What follows belongs to an exercise in optimizing a design on an open flow for small area; a production flow would make more cautious choices. Only simulation tests tie the RTL to the original design; equivalence was not proved. Power and IR drop assume default switching activity.

--- design.v ---
package reg_file_pkg;
    typedef enum logic [0:0] {
        ST_INIT = 1'b0,    
        ST_RUN  = 1'b1     
    } state_t;
    localparam int ZERO_REG = 0;
endpackage
module reg_file_scoreboard
#(
    parameter int DEPTH = 16
) (
    input  logic             rst,
    input  logic [DEPTH-1:1] set_oh,    
    input  logic [DEPTH-1:1] clr_oh,    
    input  logic [DEPTH-1:1] pending,
    output logic [DEPTH-1:1] pending_d
);
    assign pending_d = rst ? '0 : ((pending & ~clr_oh) | set_oh);
endmodule
import reg_file_pkg::*;
module reg_file_sb
#(
    parameter int DATA_WIDTH = 64,
    parameter int ADDR_WIDTH = 4,
    parameter int BYPASS     = 1
) (
    input  logic                  clk,
    input  logic                  rst,
    output logic                  ready,
    input  logic                  wena,
    input  logic [ADDR_WIDTH-1:0] waddr,
    input  logic [DATA_WIDTH-1:0] wdata,
    input  logic                  resv_en,
    input  logic [ADDR_WIDTH-1:0] resv_addr,
    input  logic [ADDR_WIDTH-1:0] r0addr,
    input  logic [ADDR_WIDTH-1:0] r1addr,
    output logic [DATA_WIDTH-1:0] r0data,
    output logic [DATA_WIDTH-1:0] r1data,
    output logic                  r0busy,
    output logic                  r1busy,
    output reg_file_pkg::state_t  state_dbg
);
    localparam int DEPTH = 1 << ADDR_WIDTH;
    logic [ADDR_WIDTH-1:0] cnt;
    logic                  rdy;
    assign rdy = &cnt;
    always_ff @(posedge clk) begin
        if (rst)       cnt <= '0;
        else if (!rdy) cnt <= cnt + 1'b1;
    end
    assign ready     = rdy;
    assign state_dbg = reg_file_pkg::state_t'(rdy);
    logic [DEPTH-1:1] w_oh, s_oh, a_oh, b_oh;
    always_comb begin
        for (int i = 1; i < DEPTH; i++) begin
            w_oh[i] = wena    && (waddr     == i);
            s_oh[i] = resv_en && (resv_addr == i) && rdy;
            a_oh[i] = (r0addr == i);
            b_oh[i] = (r1addr == i);
        end
    end
    logic [DATA_WIDTH-1:0] regs [1:DEPTH-1];
    logic [DEPTH-1:1]      valid;
    always_ff @(posedge clk) begin
        for (int i = 1; i < DEPTH; i++)
            if (w_oh[i]) regs[i] <= wdata;
    end
    always_ff @(posedge clk) begin
        if (rst || !rdy) valid <= '0;
        else             valid <= valid | w_oh;
    end
    logic [DEPTH-1:1] pending, pending_d;
    reg_file_scoreboard #(.DEPTH(DEPTH)) u_sb (
        .rst       (rst),
        .set_oh    (s_oh),
        .clr_oh    (w_oh),
        .pending   (pending),
        .pending_d (pending_d)
    );
    always_ff @(posedge clk) pending <= pending_d;
    logic [DEPTH-1:1] a_sel, b_sel;
    logic             a_byp, b_byp;
    assign a_byp = rdy && |(a_oh & w_oh);
    assign b_byp = rdy && |(b_oh & w_oh);
    assign a_sel = {(DEPTH-1){rdy}} & a_oh & ~w_oh & valid;
    assign b_sel = {(DEPTH-1){rdy}} & b_oh & ~w_oh & valid;
    for (genvar b = 0; b < DATA_WIDTH; b++) begin : g_bit
        logic [DEPTH-1:1] col;
        for (genvar i = 1; i < DEPTH; i++) begin : g_col
            assign col[i] = regs[i][b];
        end
        reg_file_rdbit #(.N(DEPTH-1)) u_r0 (
            .sel (a_sel), .d (col), .byp (a_byp), .wd (wdata[b]), .y (r0data[b])
        );
        reg_file_rdbit #(.N(DEPTH-1)) u_r1 (
            .sel (b_sel), .d (col), .byp (b_byp), .wd (wdata[b]), .y (r1data[b])
        );
    end
    assign r0busy = rdy && |(a_oh & ~w_oh & pending);
    assign r1busy = rdy && |(b_oh & ~w_oh & pending);
endmodule
module reg_file_rdbit
#(
    parameter int N = 15
) (
    input  logic [N-1:0] sel,
    input  logic [N-1:0] d,
    input  logic         byp,
    input  logic         wd,
    output logic         y
);
    logic [4:0] t_n;    
    logic       b_n;    
    logic       lo;     
    for (genvar g = 0; g < 5; g++) begin : g_aoi
        reg_file_aoi222 u_aoi (
            .a0 (sel[3*g]),   .b0 (d[3*g]),
            .a1 (sel[3*g+1]), .b1 (d[3*g+1]),
            .a2 (sel[3*g+2]), .b2 (d[3*g+2]),
            .y  (t_n[g])
        );
    end
    reg_file_nand2 u_byp (.a (byp), .b (wd), .y (b_n));
    reg_file_nand3 u_lo  (.a (t_n[0]), .b (t_n[1]), .c (t_n[2]), .y (lo));
    reg_file_nand4b u_out (.a_n (lo), .b (t_n[3]), .c (t_n[4]), .d (b_n), .y (y));
endmodule
module reg_file_aoi222 (
    input  logic a0, b0, a1, b1, a2, b2,
    output logic y
);
    assign y = ~((a0 & b0) | (a1 & b1) | (a2 & b2));
endmodule
module reg_file_nand2 (
    input  logic a, b,
    output logic y
);
    assign y = ~(a & b);
endmodule
module reg_file_nand3 (
    input  logic a, b, c,
    output logic y
);
    assign y = ~(a & b & c);
endmodule
module reg_file_nand4b (
    input  logic a_n, b, c, d,
    output logic y
);
    assign y = ~(~a_n & b & c & d);
endmodule
--- run.sh ---
#!/bin/bash
# synth_recipe.tcl (not shown) runs the flow's synth.tcl, then flattens the netlist and writes it again
# the make line also repeats each setting of config.mk as NAME=value (left out here)
make -C /OpenROAD-flow-scripts/flow DESIGN_CONFIG=/design/flow/config.mk WORK_HOME=/design/flow/orfs CLKGATE_MAP_FILE= SYNTH_SCRIPT=/design/flow/synth_recipe.tcl finish
--- config.mk ---
export PLATFORM = sky130hd
export DESIGN_NAME = reg_file_sb
export DESIGN_NICKNAME = reg_file_sb
export VERILOG_FILES = /design/flow/design.v
export SDC_FILE = /design/flow/constraint.sdc
export NUM_CORES = 4
export LEC_CHECK = 0
export CAP_MARGIN = 20
export CORE_MARGIN = 2
export CORE_UTILIZATION = 40
export SLEW_MARGIN = 20
export SYNTH_HIERARCHICAL = 1
--- constraint.sdc ---
create_clock -name core_clock -period 7.0 [get_ports {clk}]
set_input_delay 1.4000 -clock core_clock [delete_from_list [all_inputs] [get_ports {clk}]]
set_output_delay 1.4000 -clock core_clock [all_outputs]
set_load 0.01 [all_outputs]
==> metrics.cfg, run 1 <==
[synthesis]
synth-seq-cells=994
synth_largest_area_cell=edfxtp_1
yosys_warnings=8
ys.flop_type=edfxtp_1
netlist_area_um2=40010
netlist_instances=2340
synth_top_area_frac=0.7205
synth_nets=2425
yosysSeqAreaShare=0.7375
synth-edff-count=960
synthArstFlopShare=0
synthTopCellsByArea=edfxtp_1 (72%), a222oi_1 (16%), nand4b_1 (2.8%)
synth_cell_types=53
syn_area_per_cell_um2=17.10

[floorplan]
die_h_um=320.3
die_x_um=320.3
initial_core_util=0.4019
die_area_um2=102600
num_rows=116
fp.coreArea_um2=99570
ios=216

[global_route]
grt_pass1_vias=30770
antenna_found_initial=10
grt-ovfl-total=0
grt_pass1_wl_um=210200
grt_max_degree=65
grt.total_usage=0.2790

[placement]
dpl.hpwl_um=80410
gp_congestion=0.9146
numPortBuffers=215

[routing]
routed_wl_um=147900
vias=30580
drtAntennaViolNets=0
drc_errors=0
drt-initial-drc-count=7406
first_pass_iters=12
viasPerCell=7.353
wl_per_cell_um=35.56

[setup_path]
required_ns=5.60
crit_type=in2out
worst_ep_arrival_time_ns=5.38
start_kind=input pin
worstPathMaxFanout=21
critPathCaptureType=output pin

[power]
p_total_w=0.01212
p_leak_nw=15.14
power_density_nw_per_um2=248.8
ir_worst_vdd_mv=0.1724

[min_path]
hold_class=reg2reg

[timing]
final.period_utilization=0.9683
setup_tns_ns=0
final_max_slew_viol_count=0
rsz0062_at_grt=false
worst_pin_slew_ns=1.133
skew_ns=0.01252
setup_viol=0
relSlewSlack=0.2426
finalCriticalPeriod_ns=6.778
fmax_mhz=147.5
hold_viol_final=0

[finish]
final_nets=2863
area_growth_pct=21.69
layout-drive-gt1-share=0.1155
nFillCells=8282

[clock_network]
clockRootBuffer=clkbuf_16
cts_setup_buffers=0
htreeDepth=3
cts_made_buffers=101
clock_sinks=994
cts.path.max_buffers=3
clk_pin_slew_worst_paths_ns=0.06
cts_resized=0
insertion_delay_ns=0.67
cts_hold_buf=0
cts_tree=built

[outcome]
status=complete, no violations

[flow_run]
cap_violations=0

layout by cell type (no fill, tap or decap), types with 5 or more instances in the layout:
cell	instances
nand2_1	153
diode_2	5
nand4_1	5
nor3_1	12
bufinv_16	6
o311ai_0	6
clkinv_1	20
clkbuf_16	103
inv_1	19
clkinv_2	16
o211ai_1	7
dfxtp_1	34
nor2_4	12
o21a_1	15
a21oi_1	26
clkbuf_1	29
nor2_1	23
clkdlybuf4s50_1	215
buf_12	31
nor4_4	6
nor3_4	27
buf_4	113
a222oi_1	640
nand4b_1	130
edfxtp_1	960
o21ai_0	15
nand3_1	143
nand2b_1	26
metrics by stage:
stage | setup WS [ns] | util | hold slack [ns] | instance area, µm² | std cells
finish | 0.2218 | 0.4891 | 0.4653 | 48690 | 4159
global route | 0.1551 | 0.4890 | 0.4797 | 48690 | 4156
CTS | 0.3540 | 0.4889 | 0.4655 | 48680 | 4154
detailed placement | 0.3584 | 0.4580 | 0.4507 | 45600 | 3973
global placement | 0.3822 | 0.4577 | 0.4449 | 45570 | 3971
floorplan | -0.04994 | - | 0.4344 | 40220 | 2340
cells in the mapped netlist, types with 2 or more instances:
cell type / n
nor2b_1: 3
nand4b_1: 130
xor2_1: 3
or4_1: 2
o22ai_1: 4
xnor2_1: 2
o31ai_1: 2
a21oi_1: 26
a22oi_1: 2
and2b_1: 3
nand3_1: 143
nor2_1: 36
o211ai_1: 7
edfxtp_1: 960
o311ai_0: 6
nand2_1: 153
o21ai_0: 15
buf_2: 3
clkbuf_1: 9
dfxtp_1: 34
o21a_1: 15
buf_1: 2
buf_4: 4
nor4_1: 9
a222oi_1: 640
o2111ai_1: 2
buf_6: 8
inv_1: 19
a31oi_1: 3
nor3_1: 39
o32ai_1: 2
nand3b_1: 4
nand4_1: 5
nand2b_1: 26
sequential cells by signal, indices dropped and copies added (netlist names):
signal   cells
cnt          4
pending     15
regs       960
valid       15
layer usage:
metal / routed length, µm / global-route usage
met1: 54500 / 0.3766
met2: 66340 / 0.4259
met3: 21080 / 0.07565
met4: 5925 / 0.1183
met5: 49 / 0
Yosys stat by module, one instance, submodules excluded, a selection:
| module | cells inside | cell area (µm²) | flip-flops and latches |
|---|---|---|---|
| reg_file_sb | 1270 | 31130 | 994 |
| reg_file_aoi222 | 1 | 10.01 | 0 |
| reg_file_nand4b | 1 | 8.758 | 0 |
| reg_file_nand3 | 1 | 5.005 | 0 |
| reg_file_nand2 | 1 | 3.754 | 0 |
power by group:
| part | switching [W] | internal [W] | leakage [nW] | total (W) |
|---|---|---|---|---|
| Sequential | 0.0000541 | 0.00665 | 8.95 | 0.00670 |
| Clock | 0.00223 | 0.00291 | 1.50 | 0.00514 |
| Combinational | 0.000208 | 0.0000697 | 4.69 | 0.000278 |
| Total | 0.00249 | 0.00963 | 15.1 | 0.0121 |
worst max-delay path: stages:
cell and delay (ns):
clkdlybuf4s50_1 0.60, nor2b_1 0.55, nand2_1 0.40, nor4_4 0.78, buf_4 0.49, a222oi_1 0.14
nand3_1 0.12, nand4b_1 0.27, clkdlybuf4s50_1 0.61
final timing paths:
kind                            start                  end  slack (ns)  cells after the start
setup / recovery            r1addr[2]            r1data[5]        0.22                      9
hold / removal    valid[9]$_SDFF_PP0_  valid[9]$_SDFF_PP0_        0.47                      1
setup reg to reg  cnt[0]$_SDFFE_PP0N_   pending[3]$_DFF_P_        4.61                      8
hold reg to reg   valid[9]$_SDFF_PP0_  valid[9]$_SDFF_PP0_        0.47                      1
kinds of logic after synthesis:
| kind of cell | Yosys count | synth area share |
|---|---|---|
| DFF | 994 | 0.7375 |
| AOI/OAI and AO/OA | 736 | 0.1764 |
| xor gates and xnor gates | 5 | 0.001095 |
| adders and majority gates | 1 | 0.0003126 |
| and+or+nand+nor | 559 | 0.07852 |
| buffers and inverters | 45 | 0.006191 |
area by class of cell:
class                   count  area, µm²  area share
clock buffers             132       2686     0.05517
flip-flops and latches    994      29510      0.6060
repair buffers            361       3651     0.07498
multi-input cells        1301      10750      0.2207
diodes                      5      12.51   0.0002570
well taps                1298       1624     0.03335
clock inverters            49      392.9    0.008068
inverters                  19      71.32    0.001465
==> run 2, diff against run 1 <==
==> flow/run.sh (new file) <==
#!/bin/bash
# Standard layout with two changes:
#  - port buffers use the smallest buffer (buf_1) instead of the resizer's pick
#  - CTS: clkbuf_16 with larger sink clusters and no dummy loads
cp standard.sh standard_sh.log
export BUFFER_PORTS_ARGS="-buffer_cell sky130_fd_sc_hd__buf_1"
export CTS_ARGS="-sink_clustering_enable -repair_clock_nets -buf_list sky130_fd_sc_hd__clkbuf_16 -sink_clustering_size 30 -sink_clustering_max_diameter 100 -dont_use_dummy_load"
bash standard.sh > standard.log 2>&1
==> standard.sh (new file) <==
#!/bin/bash
# synth_recipe.tcl (not shown) runs the flow's synth.tcl, then flattens the netlist and writes it again
# the make line also repeats each setting of config.mk as NAME=value (left out here)
make -C /OpenROAD-flow-scripts/flow DESIGN_CONFIG=/design/flow/config.mk WORK_HOME=/design/flow/orfs CLKGATE_MAP_FILE= SYNTH_SCRIPT=/design/flow/synth_recipe.tcl "${@:-finish}"
removed: run.sh
==> run 2 against run 1 <==
Area after synthesis unchanged. Synthesized cell count unchanged. Fmax up 10%. Via count down 2.0%. Setup slack better by 0.61 ns. Clock skew up 0.033 ns. Utilization down 3.8 points. Critical endpoint is now r1data[28]. Largest power group unchanged. Highest routed layer unchanged.
==> metrics.cfg, run 2 <==
[outcome]
status=complete, no violations

[global_route]
grt-ovfl-total=0
grt_max_degree=65
grt.total_usage=0.2782
grt_pass1_wl_um=208300
grt_pass1_vias=29750
antenna_found_initial=13

[timing]
rsz0062_at_grt=false
fmax_mhz=162.2
relSlewSlack=0.2187
final_max_slew_viol_count=0
worst_pin_slew_ns=1.168
skew_ns=0.04512
setup_tns_ns=0
finalCriticalPeriod_ns=6.164
final.period_utilization=0.8806
hold_viol_final=0
setup_viol=0
hold_slack_ns=0.4748

[synthesis]
synth_largest_area_cell=edfxtp_1
synth-seq-cells=994
netlist_area_um2=40010
synthTopCellsByCount=edfxtp_1 (960), a222oi_1 (640), nand2_1 (153)
yosys_warnings=8
synthArstFlopShare=0
ys.flop_type=edfxtp_1
synth_nets=2425
yosysSeqAreaShare=0.7375
yosysMostFrequentCell=edfxtp_1
synthTopCellsByArea=edfxtp_1 (72%), a222oi_1 (16%), nand4b_1 (2.8%)
netlist_instances=2340
synth-edff-count=960
synth_top_area_frac=0.7205
syn_area_per_cell_um2=17.10
synth_cell_types=53

[clock_network]
insertion_delay_ns=0.62
cts_made_buffers=41
clockRootBuffer=clkbuf_16
cts.path.max_buffers=3
cts_setup_buffers=0
htreeDepth=2
cts_resized=0
cts_hold_buf=0
cts_tree=built
clk_pin_slew_worst_paths_ns=0.11
clock_sinks=994

[routing]
drt-initial-drc-count=7625
routed_wl_um=149100
drc_errors=0
drtAntennaViolNets=0
first_pass_iters=12
vias=29980
wl_per_cell_um=37.47
viasPerCell=7.535

[floorplan]
ios=216
fp.coreArea_um2=99570
die_area_um2=102600
die_x_um=320.3
die_h_um=320.3
initial_core_util=0.4019
num_rows=116

[setup_path]
worstSetupStartpoint=waddr[0]
crit_type=in2out
start_kind=input pin
max_stage_delay_ns=0.63
crit_top_cell=buf_1
cp_cell_sequence=buf_1 -> nand2_1 -> o21ai_0 -> nor3_4 -> buf_4 -> a222oi_1 -> nand3_1 -> nand4b_1 -> buf_1
slowest_stage=o21ai_0
rr_startpoint=cnt[0]$_SDFFE_PP0N_
worstPathMaxFanout=43
critPathCaptureType=output pin
worst_ep_arrival_time_ns=4.76
required_ns=5.60

[finish]
area_growth_pct=12.13
final_common_cell=edfxtp_1
final_cell_mix=edfxtp_1 (960), a222oi_1 (640), buf_1 (215)
layout-drive-gt1-share=0.07260
largest_reg_flops=960
final_util=0.4506
top_regs=regs x960, pending x15, valid x15
final_nets=2759
nFillCells=8672
regMostFlops=regs
seqCellArea_um2=29510
fin_area_um2=44870
multi_input_area_um2=10740

[min_path]
hold_class=reg2reg
min-delay-start=valid[5]$_SDFF_PP0_

[placement]
dpl.hpwl_um=75480
numPortBuffers=215
placedInstanceArea_um2=43820
gp_congestion=0.8841

[power]
p_leak_nw=13.39
power_density_nw_per_um2=216.4
ir_worst_vdd_mv=0.1689
p_total_w=0.009707

[flow_run]
cap_violations=0

run 2: Yosys stat by module (local to each module, per instance), a selection:
| module | cells inside | flip-flops and latches | area [µm²] |
|---|---|---|---|
| reg_file_aoi222 | 1 | 0 | 10.01 |
| reg_file_nand2 | 1 | 0 | 3.754 |
| reg_file_nand3 | 1 | 0 | 5.005 |
| reg_file_sb | 1270 | 994 | 31130 |
| reg_file_nand4b | 1 | 0 | 8.758 |
run 2: kinds of logic after synthesis:
| group | synth area share |
|---|---|
| compound gates | 0.1764 |
| xor+xnor | 0.001095 |
| fa+ha+maj | 0.0003126 |
| buf+inv | 0.006191 |
| flops | 0.7375 |
| simple gates | 0.07852 |
run 2: per-stage QoR:
step	worst slack, ns	cells
after floorplan	-0.04994	2340
after global placement	0.9944	3929
after detailed placement	0.9879	3929
after CTS	0.9226	3970
after global routing	0.6177	3975
final	0.8359	3978
run 2: final timing paths:
kind,slack (ns),end,cells past startpoint
worst max-delay path,0.84,r1data[28],9
worst min-delay path,0.47,valid[5]$_SDFF_PP0_,1
worst max register to register,4.59,pending[4]$_DFF_P_,9
worst min register to register,0.47,valid[5]$_SDFF_PP0_,1
run 2: worst max-delay path: cells and delay by family:
family	cells	cell delay, ns
simple gates	4	1.03
compound gates	2	1.08
buf+inv	3	1.21
run 2: area by class of cell:
| cell class | instances | area share |
|---|---|---|
| Timing Repair Buffer | 317 | 0.04175 |
| Tap cell | 1298 | 0.03620 |
| Sequential cell | 994 | 0.6577 |
| Clock buffer | 41 | 0.02287 |
| Antenna cell | 8 | 0.0004462 |
| Inverter | 19 | 0.001590 |
| Multi-Input combinational cell | 1301 | 0.2395 |
run 2: metal layers:
layer,share of wire,GRT usage,vias up
met3,0.14,0.07192,386
met5,0.00050,0,-
met4,0.037,0.1025,12
met2,0.46,0.4347,2564
met1,0.36,0.3753,15170
li1,-,-,11850
run 2: power breakdown:
part           switching, W  total, W  internal [W]
Combinational      0.000201  0.000235     0.0000339
Sequential        0.0000538   0.00669       0.00664
Clock               0.00172   0.00278       0.00106
Total               0.00198   0.00971       0.00773

separate check: timing with driven ports:
In the flow no input, the clock included, has a driving cell. The finished layouts below were timed again as built, in two steps.
Step 1 sets driving cells, clkbuf_16 on the clock port and buf_2 on the other inputs (assumed; they add their load-dependent delay and slew).
Step 2 moves the port delays by t, midway between the first and last clock arrival at a register: inputs arrive t later, outputs are due t later. That takes back most of the time a late clock gives input paths.
a / b / c = ideal / step 1 / step 2; a / b = the first two.
run | shift t [ns] | slack for setup (ns) | worst data-port slew with drivers (ns)
run 1 | 0.735 | 0.222 / 0.201 / 0.201 | 0.15
run 2 | 0.675 | 0.836 / 0.772 / 0.799 | 0.14
After both steps setup and hold are still met in every run listed. The setup slack of run 2, which loses most, moves by -0.064 ns with the drivers and by -0.037 ns with both steps.
